Context: an optimization exercise on an open-source flow, tuned for small area, a short achievable clock period and few clock cycles per item. The choices shown serve that exercise and are no tape-out recipe. Function was checked by simulation only, so behaviour that the tests miss may differ from the original. Power and IR drop assume default switching activity.

==> flow/design.v <==
`default_nettype none
module cix32_imem_responder (
  input  logic        clk,
  input  logic        rst_n,
  input  logic        req_valid,
  output logic        req_ready,
  input  logic [31:0] req_addr,
  input  logic        req_we,
  input  logic [7:0]  req_wdata,
  output logic        rsp_valid,
  input  logic        rsp_ready,
  output logic [7:0]  rsp_data,
  output logic        rsp_err
);
  logic        sk_v;
  logic        rdy_q;       
  logic [7:0]  sk_addr;
  logic        sk_we;
  logic [7:0]  sk_wdata;
  logic        sk_oor;
  logic        s1_v;
  logic [7:0]  s1_addr;
  logic [3:0]  s1_quad, s1_mid;
  logic [15:0] s1_hi, s1_lo;   
  logic        s1_we;
  logic [7:0]  s1_wdata;
  logic        s1_oor;
  logic        s1_wrq;      
  logic        s1_eqhi;     
  logic        s1_eqlo;     
  logic        adv_q;       
  logic        clr_q;       
  logic        r_v;
  logic [3:0][7:0] r_cand;
  logic [3:0]  r_quad;
  logic        r_mem;       
  logic        r_par;
  logic [7:0]  r_alt;       
  logic        r_err;
  logic        s2_v;
  logic [15:0] s2_hq;       
  logic [15:0] s2_lq;       
  logic [15:0] s2_gq;       
  logic [7:0]  s2_dv;       
  logic        par_q;
  logic        rsp_v_q;
  logic [7:0]  rsp_data_q;
  logic        rsp_err_q;
  logic [7:0]  hd_data;     
  logic        hd_err;      
  logic        rk0_v, rk1_v;
  logic [7:0]  rk0_data, rk1_data;
  logic        rk0_err, rk1_err;
  logic        in_oor, accept, s1_load, clr_go, fwd, pop;
  logic        s1_v_n, s1_wrq_n, eqhi_n, eqlo_n, conflict_n, adv_n, clr_n, kill_n;
  logic        rsp_v_n, rk0_v_n, rk1_v_n, room_n;
  logic [7:0]  n_addr, h_addr;
  logic        n_we, n_oor;
  logic [7:0]  n_wdata;
  logic [7:0]  s2_val;
  logic [255:0] row_sel;
  logic [15:0]  c_hi, c_lo;
  logic [7:0]   bus [16];
  logic [7:0]   mrd [256];
  logic [3:0][7:0] gsel [4];
  logic [3:0][7:0] cand;
  logic [7:0]   rmem, n_data;
  assign in_oor  = |req_addr[31:8];
  assign accept  = req_valid && rdy_q;
  assign s1_load = !s1_v || adv_q;
  assign clr_go  = clr_q;
  assign pop     = rsp_v_q && rsp_ready;
  assign n_addr  = sk_v ? sk_addr  : req_addr[7:0];
  assign n_we    = sk_v ? sk_we    : req_we;
  assign n_wdata = sk_v ? sk_wdata : req_wdata;
  assign n_oor   = sk_v ? sk_oor   : in_oor;
  assign h_addr  = s1_load ? n_addr : s1_addr;
  assign rsp_v_n = (pop ? rk0_v : rsp_v_q) || r_v;
  assign rk0_v_n = (pop ? rk1_v : rk0_v) || ((pop ? rk0_v : rsp_v_q) && r_v);
  assign rk1_v_n = (!pop && rk1_v) || ((pop ? rk1_v : rk0_v) && r_v);
  assign s1_v_n     = s1_load ? (sk_v || accept) : s1_v;
  assign s1_wrq_n   = s1_load ? (n_we && !n_oor) : s1_wrq;
  assign eqhi_n     = s1_load ? (n_addr[7:4] == s1_addr[7:4]) : s1_eqhi;
  assign eqlo_n     = s1_load ? (n_addr[3:0] == s1_addr[3:0]) : s1_eqlo;
  assign conflict_n = s1_wrq_n && clr_go && eqhi_n && !eqlo_n;
  assign room_n     = adv_q ? !rk0_v_n : !rk1_v_n;
  assign adv_n      = s1_v_n && room_n && !conflict_n;
  assign clr_n      = adv_n && s1_wrq_n;
  assign kill_n     = clr_n && eqhi_n && eqlo_n;
  always_ff @(posedge clk or negedge rst_n) begin
    if (!rst_n) begin
      sk_v    <= 1'b0;
      rdy_q   <= 1'b0;
      s1_v    <= 1'b0;
      adv_q   <= 1'b0;
      clr_q   <= 1'b0;
      r_v     <= 1'b0;
      rsp_v_q <= 1'b0;
      rk0_v   <= 1'b0;
      rk1_v   <= 1'b0;
    end else begin
      if (s1_load) begin
        sk_v  <= 1'b0;
        rdy_q <= 1'b1;
      end else if (accept) begin
        sk_v  <= 1'b1;
        rdy_q <= 1'b0;
      end else begin
        rdy_q <= !sk_v;
      end
      s1_v    <= s1_v_n;
      adv_q   <= adv_n;
      clr_q   <= clr_n;
      r_v     <= adv_q;
      rsp_v_q <= rsp_v_n;
      rk0_v   <= rk0_v_n;
      rk1_v   <= rk1_v_n;
    end
  end
  always_ff @(posedge clk) begin
    if (!sk_v) begin
      sk_addr  <= req_addr[7:0];
      sk_we    <= req_we;
      sk_wdata <= req_wdata;
      sk_oor   <= in_oor;
    end
    if (s1_load) begin
      s1_addr  <= n_addr;
      s1_we    <= n_we;
      s1_wdata <= n_wdata;
      s1_oor   <= n_oor;
    end
    for (int k = 0; k < 4; k++) begin
      s1_quad[k] <= (h_addr[7:6] == 2'(k));
      s1_mid[k]  <= (h_addr[5:4] == 2'(k));
    end
    for (int k = 0; k < 16; k++) begin
      s1_hi[k] <= (h_addr[7:4] == 4'(k));
      s1_lo[k] <= (h_addr[3:0] == 4'(k));
    end
    s1_wrq  <= s1_wrq_n;
    s1_eqhi <= eqhi_n;
    s1_eqlo <= eqlo_n;
  end
  always_comb begin
    for (int k = 0; k < 16; k++) begin
      c_hi[k] = s1_hi[k];
      c_lo[k] = clr_go && s1_lo[k];
    end
  end
  always_ff @(posedge clk) begin
    s2_v  <= clr_go;
    s2_hq <= c_hi;
    s2_lq <= c_lo;
    s2_gq <= c_hi & {16{clr_go && !kill_n}};
    s2_dv <= s1_wdata ^ {8{par_q}};
  end
  assign s2_val = s2_dv ^ {8{~par_q}};
  always_ff @(posedge clk) par_q <= ~par_q;
  always_comb begin
    for (int i = 0; i < 256; i++) begin
      row_sel[i] = (c_hi[i / 16] && c_lo[i % 16]) || (s2_hq[i / 16] && s2_lq[i % 16]);
    end
    for (int g = 0; g < 16; g++) begin
      bus[g] = ~({8{s2_gq[g]}} & s2_dv);
    end
  end
  for (genvar i = 0; i < 256; i++) begin : g_row
    logic [7:0] q;
    always_ff @(posedge clk) q <= ~(({8{row_sel[i]}} & bus[i / 16]) | q);
    assign mrd[i] = q;
  end
  always_comb begin
    for (int c = 0; c < 4; c++) begin
      cand[c] = 8'h00;
      for (int m = 0; m < 4; m++) begin
        gsel[c][m] = 8'h00;
        for (int l = 0; l < 16; l++)
          gsel[c][m] = gsel[c][m] | (mrd[64 * c + 16 * m + l] & {8{s1_lo[l]}});
        cand[c] = cand[c] | (gsel[c][m] & {8{s1_mid[m]}});
      end
    end
  end
  assign fwd = s2_v && s1_eqhi && s1_eqlo;
  always_ff @(posedge clk) begin
    r_cand <= cand;
    r_quad <= s1_quad;
    r_par  <= par_q;
    r_mem  <= !s1_oor && !s1_we && !fwd;
    r_alt  <= s1_oor ? 8'h00 : (s1_we ? s1_wdata : s2_val);
    r_err  <= s1_oor;
  end
  always_comb begin
    rmem = 8'h00;
    for (int c = 0; c < 4; c++) rmem = rmem | (r_cand[c] & {8{r_quad[c]}});
  end
  assign n_data = r_mem ? (rmem ^ {8{r_par}}) : r_alt;
  always_ff @(posedge clk) begin
    if (pop || !rsp_v_q) begin
      hd_data <= rk0_v ? rk0_data : n_data;
      hd_err  <= rk0_v ? rk0_err  : r_err;
    end
    if (pop || !rk0_v) begin
      rk0_data <= (pop && rk1_v) ? rk1_data : n_data;
      rk0_err  <= (pop && rk1_v) ? rk1_err  : r_err;
    end
    if (pop || !rk1_v) begin
      rk1_data <= n_data;
      rk1_err  <= r_err;
    end
  end
  always_ff @(posedge clk or negedge rst_n) begin
    if (!rst_n) begin
      rsp_data_q <= 8'h00;
      rsp_err_q  <= 1'b0;
    end else begin
      rsp_data_q <= (pop || !rsp_v_q) ? (rk0_v ? rk0_data : n_data) : hd_data;
      rsp_err_q  <= (pop || !rsp_v_q) ? (rk0_v ? rk0_err  : r_err)  : hd_err;
    end
  end
  assign req_ready = rdy_q;
  assign rsp_valid = rsp_v_q;
  assign rsp_data  = rsp_data_q;
  assign rsp_err   = rsp_err_q;
endmodule
`default_nettype wire
==> flow/config.mk <==
export PLATFORM = sky130hd
export DESIGN_NAME = cix32_imem_responder
export DESIGN_NICKNAME = cix32_imem_responder
export VERILOG_FILES = /design/flow/design.v
export SDC_FILE = /design/flow/constraint.sdc
export NUM_CORES = 4
export LEC_CHECK = 0
export CAP_MARGIN = 20
export CORE_MARGIN = 2
export CORE_UTILIZATION = 55
export CTS_CLUSTER_DIAMETER = 100
export CTS_CLUSTER_SIZE = 20
export SETUP_SLACK_MARGIN = 2.8
export SLEW_MARGIN = 20
==> flow/constraint.sdc <==
create_clock -name core_clock -period 5.0 [get_ports {clk}]
set_input_delay 1.0000 -clock core_clock [delete_from_list [all_inputs] [get_ports {clk}]]
set_output_delay 1.0000 -clock core_clock [all_outputs]
set_load 0.01 [all_outputs]
run.sh (not shown) runs the stock make flow with config.mk's settings and CLKGATE_MAP_FILE= SYNTH_SCRIPT=/design/flow/synth_recipe.tcl, a recipe that flattens the netlist after the stock synthesis.
Testbench counts at the start, summed over its fixed seeds: cycles 24,207, items 24,000.
Change:
--- a/flow/design.v
+++ b/flow/design.v
@@ -19,10 +19,12 @@
   logic [7:0]  sk_wdata;
   logic        sk_oor;
   logic        s1_v;
   logic [7:0]  s1_addr;
-  logic [3:0]  s1_quad, s1_mid;
-  logic [15:0] s1_hi, s1_lo;   
+  logic [3:0]  s1_mid;
+  logic [15:0] s1_hi;         
+  logic [3:0][15:0] s1_lq;    
+  logic [15:0] c_lo;          
   logic        s1_we;
   logic [7:0]  s1_wdata;
   logic        s1_oor;
   logic        s1_wrq;      
@@ -31,9 +33,8 @@
   logic        adv_q;       
   logic        clr_q;       
   logic        r_v;
   logic [3:0][7:0] r_cand;
-  logic [3:0]  r_quad;
   logic        r_mem;       
   logic        r_par;
   logic [7:0]  r_alt;       
   logic        r_err;
@@ -58,9 +59,9 @@
   logic        n_we, n_oor;
   logic [7:0]  n_wdata;
   logic [7:0]  s2_val;
   logic [255:0] row_sel;
-  logic [15:0]  c_hi, c_lo;
+  logic [15:0]  c_hi;
   logic [7:0]   bus [16];
   logic [7:0]   mrd [256];
   logic [3:0][7:0] gsel [4];
   logic [3:0][7:0] cand;
@@ -97,9 +98,11 @@
       r_v     <= 1'b0;
       rsp_v_q <= 1'b0;
       rk0_v   <= 1'b0;
       rk1_v   <= 1'b0;
+      c_lo    <= '0;
     end else begin
+      for (int k = 0; k < 16; k++) c_lo[k] <= clr_n && (h_addr[3:0] == 4'(k));
       if (s1_load) begin
         sk_v  <= 1'b0;
         rdy_q <= 1'b1;
       end else if (accept) begin
@@ -130,23 +133,22 @@
       s1_wdata <= n_wdata;
       s1_oor   <= n_oor;
     end
     for (int k = 0; k < 4; k++) begin
-      s1_quad[k] <= (h_addr[7:6] == 2'(k));
       s1_mid[k]  <= (h_addr[5:4] == 2'(k));
     end
     for (int k = 0; k < 16; k++) begin
       s1_hi[k] <= (h_addr[7:4] == 4'(k));
-      s1_lo[k] <= (h_addr[3:0] == 4'(k));
+      for (int c = 0; c < 4; c++)
+        s1_lq[c][k] <= (h_addr[7:6] == 2'(c)) && (h_addr[3:0] == 4'(k));
     end
     s1_wrq  <= s1_wrq_n;
     s1_eqhi <= eqhi_n;
     s1_eqlo <= eqlo_n;
   end
   always_comb begin
     for (int k = 0; k < 16; k++) begin
       c_hi[k] = s1_hi[k];
-      c_lo[k] = clr_go && s1_lo[k];
     end
   end
   always_ff @(posedge clk) begin
     s2_v  <= clr_go;
@@ -175,25 +177,24 @@
       cand[c] = 8'h00;
       for (int m = 0; m < 4; m++) begin
         gsel[c][m] = 8'h00;
         for (int l = 0; l < 16; l++)
-          gsel[c][m] = gsel[c][m] | (mrd[64 * c + 16 * m + l] & {8{s1_lo[l]}});
+          gsel[c][m] = gsel[c][m] | (mrd[64 * c + 16 * m + l] & {8{s1_lq[c][l]}});
         cand[c] = cand[c] | (gsel[c][m] & {8{s1_mid[m]}});
       end
     end
   end
   assign fwd = s2_v && s1_eqhi && s1_eqlo;
   always_ff @(posedge clk) begin
     r_cand <= cand;
-    r_quad <= s1_quad;
     r_par  <= par_q;
     r_mem  <= !s1_oor && !s1_we && !fwd;
     r_alt  <= s1_oor ? 8'h00 : (s1_we ? s1_wdata : s2_val);
     r_err  <= s1_oor;
   end
   always_comb begin
     rmem = 8'h00;
-    for (int c = 0; c < 4; c++) rmem = rmem | (r_cand[c] & {8{r_quad[c]}});
+    for (int c = 0; c < 4; c++) rmem = rmem | r_cand[c];
   end
   assign n_data = r_mem ? (rmem ^ {8{r_par}}) : r_alt;
   always_ff @(posedge clk) begin
     if (pop || !rsp_v_q) begin
Wire length falls by 0.97%.
Final area falls by 0.35%.
Synthesized area rises by 1.7%.
Total power rises by 2.6%.
Clock-buffer cell count rises by 8.
Sequential share of layout area rises by 1.8 points.
Setup slack degrades by 63 ps.
First-iteration DRC count falls by 2.8%.
Clock power is about the same.
Clock skew falls by 8.9 ps.
Testbench counts after the change, summed over its fixed seeds: cycles 24,207, items 24,000.

========
job 1016:
Another version of the RTL of cix32_imem_responder (not shown whole).
Size: roughly 2100 flip-flops, ~56 I/O pins.
==> module cix32_imem_responder, before the edit <==
module cix32_imem_responder (
  input  logic        clk,
  input  logic        rst_n,
  input  logic        req_valid,
  output logic        req_ready,
  input  logic [31:0] req_addr,
  input  logic        req_we,
  input  logic [7:0]  req_wdata,
  output logic        rsp_valid,
  input  logic        rsp_ready,
  output logic [7:0]  rsp_data,
  output logic        rsp_err
);
  logic       s1_v;
  logic [7:0] s1_addr;
  logic       s1_we;
  logic [7:0] s1_wdata;
  logic       s1_oor;
  logic       s2_v;
  logic [7:0] s2_addr;
  logic [7:0] s2_val;
  logic       par_q;
  logic       rsp_v_q;
  logic [7:0] rsp_data_q;
  logic       rsp_err_q;
  logic        s1_wr, conflict, adv, clr_go, kill, set_go, fwd;
  logic [255:0] row_sel;
  logic [7:0]   bus [16];
  logic [7:0]   mrd [256];
  logic [7:0]   rdata;
  assign s1_wr    = s1_v && s1_we && !s1_oor;
  assign conflict = s1_wr && s2_v && (s1_addr[3:0] == s2_addr[3:0])
                    && (s1_addr[7:4] != s2_addr[7:4]);
  assign adv      = s1_v && (!rsp_v_q || rsp_ready) && !conflict;
  assign req_ready = !s1_v || adv;
  assign clr_go   = adv && s1_wr;
  assign kill     = clr_go && (s1_addr == s2_addr);
  assign set_go   = s2_v && !kill;
  always_comb begin
    for (int i = 0; i < 256; i++) begin
      row_sel[i] = (clr_go && s1_addr == 8'(i)) || (set_go && s2_addr == 8'(i));
    end
    for (int b = 0; b < 16; b++) begin
      bus[b] = (set_go && s2_addr[3:0] == 4'(b)) ? (s2_val ^ {8{par_q}}) : 8'hFF;
    end
  end
  for (genvar i = 0; i < 256; i++) begin : g_row
    logic [7:0] q;
    always_ff @(posedge clk) q <= ~(({8{row_sel[i]}} & bus[i % 16]) | q);
    assign mrd[i] = q;
  end
  always_ff @(posedge clk) par_q <= ~par_q;
  always_ff @(posedge clk or negedge rst_n) begin
    if (!rst_n) begin
      s1_v    <= 1'b0;
      rsp_v_q <= 1'b0;
    end else begin
      if (req_ready) s1_v <= req_valid;
      if (adv) rsp_v_q <= 1'b1;
      else if (rsp_ready) rsp_v_q <= 1'b0;
    end
  end
  always_ff @(posedge clk) begin
    if (req_ready) begin
      s1_addr  <= req_addr[7:0];
      s1_we    <= req_we;
      s1_wdata <= req_wdata;
      s1_oor   <= |req_addr[31:8];
    end
  end
  always_ff @(posedge clk) begin
    s2_v    <= clr_go;
    s2_addr <= s1_addr;
    s2_val  <= s1_wdata;
  end
  assign fwd   = s2_v && (s2_addr == s1_addr);
  assign rdata = fwd ? s2_val : (mrd[s1_addr] ^ {8{par_q}});
  always_ff @(posedge clk) begin
    if (adv) begin
      rsp_err_q  <= s1_oor;
      rsp_data_q <= s1_oor ? 8'h00 : (s1_we ? s1_wdata : rdata);
    end
  end
  assign rsp_valid = rsp_v_q;
  assign rsp_data  = rsp_data_q;
  assign rsp_err   = rsp_err_q;
endmodule
clock: 5.0 ns
lec_check: 0
cap_margin: 20
core_margin: 2
core_utilization: 40
slew_margin: 20
Job 1016 | ERROR | global routing
Testbench counts of job 1016, summed over its fixed seeds: cycles 24,205, items 24,000.
## Diff of input files: job 6170 against job 1016
==> flow/design.v <==
`default_nettype none
module cix32_imem_responder (
  input  logic        clk,
  input  logic        rst_n,
  input  logic        req_valid,
  output logic        req_ready,
  input  logic [31:0] req_addr,
  input  logic        req_we,
  input  logic [7:0]  req_wdata,
  output logic        rsp_valid,
  input  logic        rsp_ready,
  output logic [7:0]  rsp_data,
  output logic        rsp_err
);
  logic       s1_v;
  logic [7:0] s1_addr;
  logic       s1_we;
  logic [7:0] s1_wdata;
  logic       s1_oor;
  logic       rsp_v_q;
  logic [7:0] rsp_data_q;
  logic       rsp_err_q;
  logic [7:0] mem_q [256];
  logic adv;      
  logic accept;
  assign adv       = s1_v && (!rsp_v_q || rsp_ready);
  assign req_ready = !s1_v || !rsp_v_q || rsp_ready;
  assign accept    = req_valid && req_ready;
  always_ff @(posedge clk or negedge rst_n) begin
    if (!rst_n) begin
      s1_v    <= 1'b0;
      rsp_v_q <= 1'b0;
    end else begin
      if (req_ready) s1_v <= req_valid;
      if (adv) rsp_v_q <= 1'b1;
      else if (rsp_ready) rsp_v_q <= 1'b0;
    end
  end
  always_ff @(posedge clk) begin
    if (req_ready) begin
      s1_addr  <= req_addr[7:0];
      s1_we    <= req_we;
      s1_wdata <= req_wdata;
      s1_oor   <= |req_addr[31:8];
    end
  end
  always_ff @(posedge clk) begin
    if (adv && s1_we && !s1_oor) begin
      mem_q[s1_addr] <= s1_wdata;
    end
  end
  always_ff @(posedge clk) begin
    if (adv) begin
      rsp_err_q  <= s1_oor;
      rsp_data_q <= s1_oor ? 8'h00 : (s1_we ? s1_wdata : mem_q[s1_addr]);
    end
  end
  assign rsp_valid = rsp_v_q;
  assign rsp_data  = rsp_data_q;
  assign rsp_err   = rsp_err_q;
endmodule
`default_nettype wire
Job 6170 completed every stage of the flow, and the final layout passed the timing, design-rule and antenna checks.
Job 6170: detailed-placement wirelength estimate is 370000 um lower than what job 1016 reported.
Relative to job 1016, mux contribution to synthesized area has increased by 16 points in job 6170.
Compare job 6170 and job 1016 | sequential area share after synthesis higher: job 6170
| synthesized area divided by synthesized cell count | job 6170 vs job 1016 | 120% higher |
Between job 6170 and job 1016, it is job 6170 whose placed instance count is lower, by about 35%.
Side by side, post-CTS resize count turned out lower in job 6170 than in job 1016.
The synthesized cell count reported for job 6170 is smaller than that of job 1016 by 3409.
Job 6170 vs job 1016 — number of core rows rose about 6.5%.
Cell area after synthesis (job 6170 / job 1016): 1.14
The flip-flop and latch count after synthesis in job 6170 was lower than what job 1016 gave.
In job 6170, the clock sink count came out about 0.9% below the value in job 1016.
Measured against each other, job 6170 and job 1016 differ in worst slack at placement, the higher figure coming from job 6170.
Looking at net count after synthesis across job 6170 and job 1016, the one that comes out lower is job 6170.
Of job 6170 and job 1016, the run reporting the lower global placement routability congestion was job 6170.
Testbench counts of job 6170, summed over its fixed seeds: cycles 24,016, items 24,000.

[re-timing with driven ports]
The flow's constraints put no driver on any port. The routed layouts listed below were extracted and timed again, unchanged, in two steps. Step 1 sets driving cells, clkbuf_16 on the clock port and buf_2 on the other inputs (assumed; they add their load-dependent delay and slew). Step 2, shift: input delay + t, output delay - t, t = (earliest + latest rising clock arrival at the registers) / 2. This alone moves slack from input paths to output paths. Slacks: no drivers / after step 1 / after step 2; pairs: no drivers / after step 1.
| run | shift t [ns] | slack for setup (ns) | worst setup path at the end | worst register clock-pin slew, ns | worst slew at a driven data input, ns |
|---|---|---|---|---|---|
| the first run of note 1 | 0.875 | 2.669 / 2.605 / 1.871 | input to register | 0.09 / 0.09 | 0.05 |
| the second run of note 1 | 0.889 | 2.606 / 2.517 / 1.879 | input to register | 0.09 / 0.09 | 0.09 |
| job 6170 | 0.923 | 0.644 / 0.644 / 0.644 | register to register | 0.07 / 0.07 | 0.05 |
After both steps every run listed still meets setup and hold. The setup slack of the first run of note 1, which loses most, moves by -0.064 ns with the drivers and by -0.798 ns with both steps.
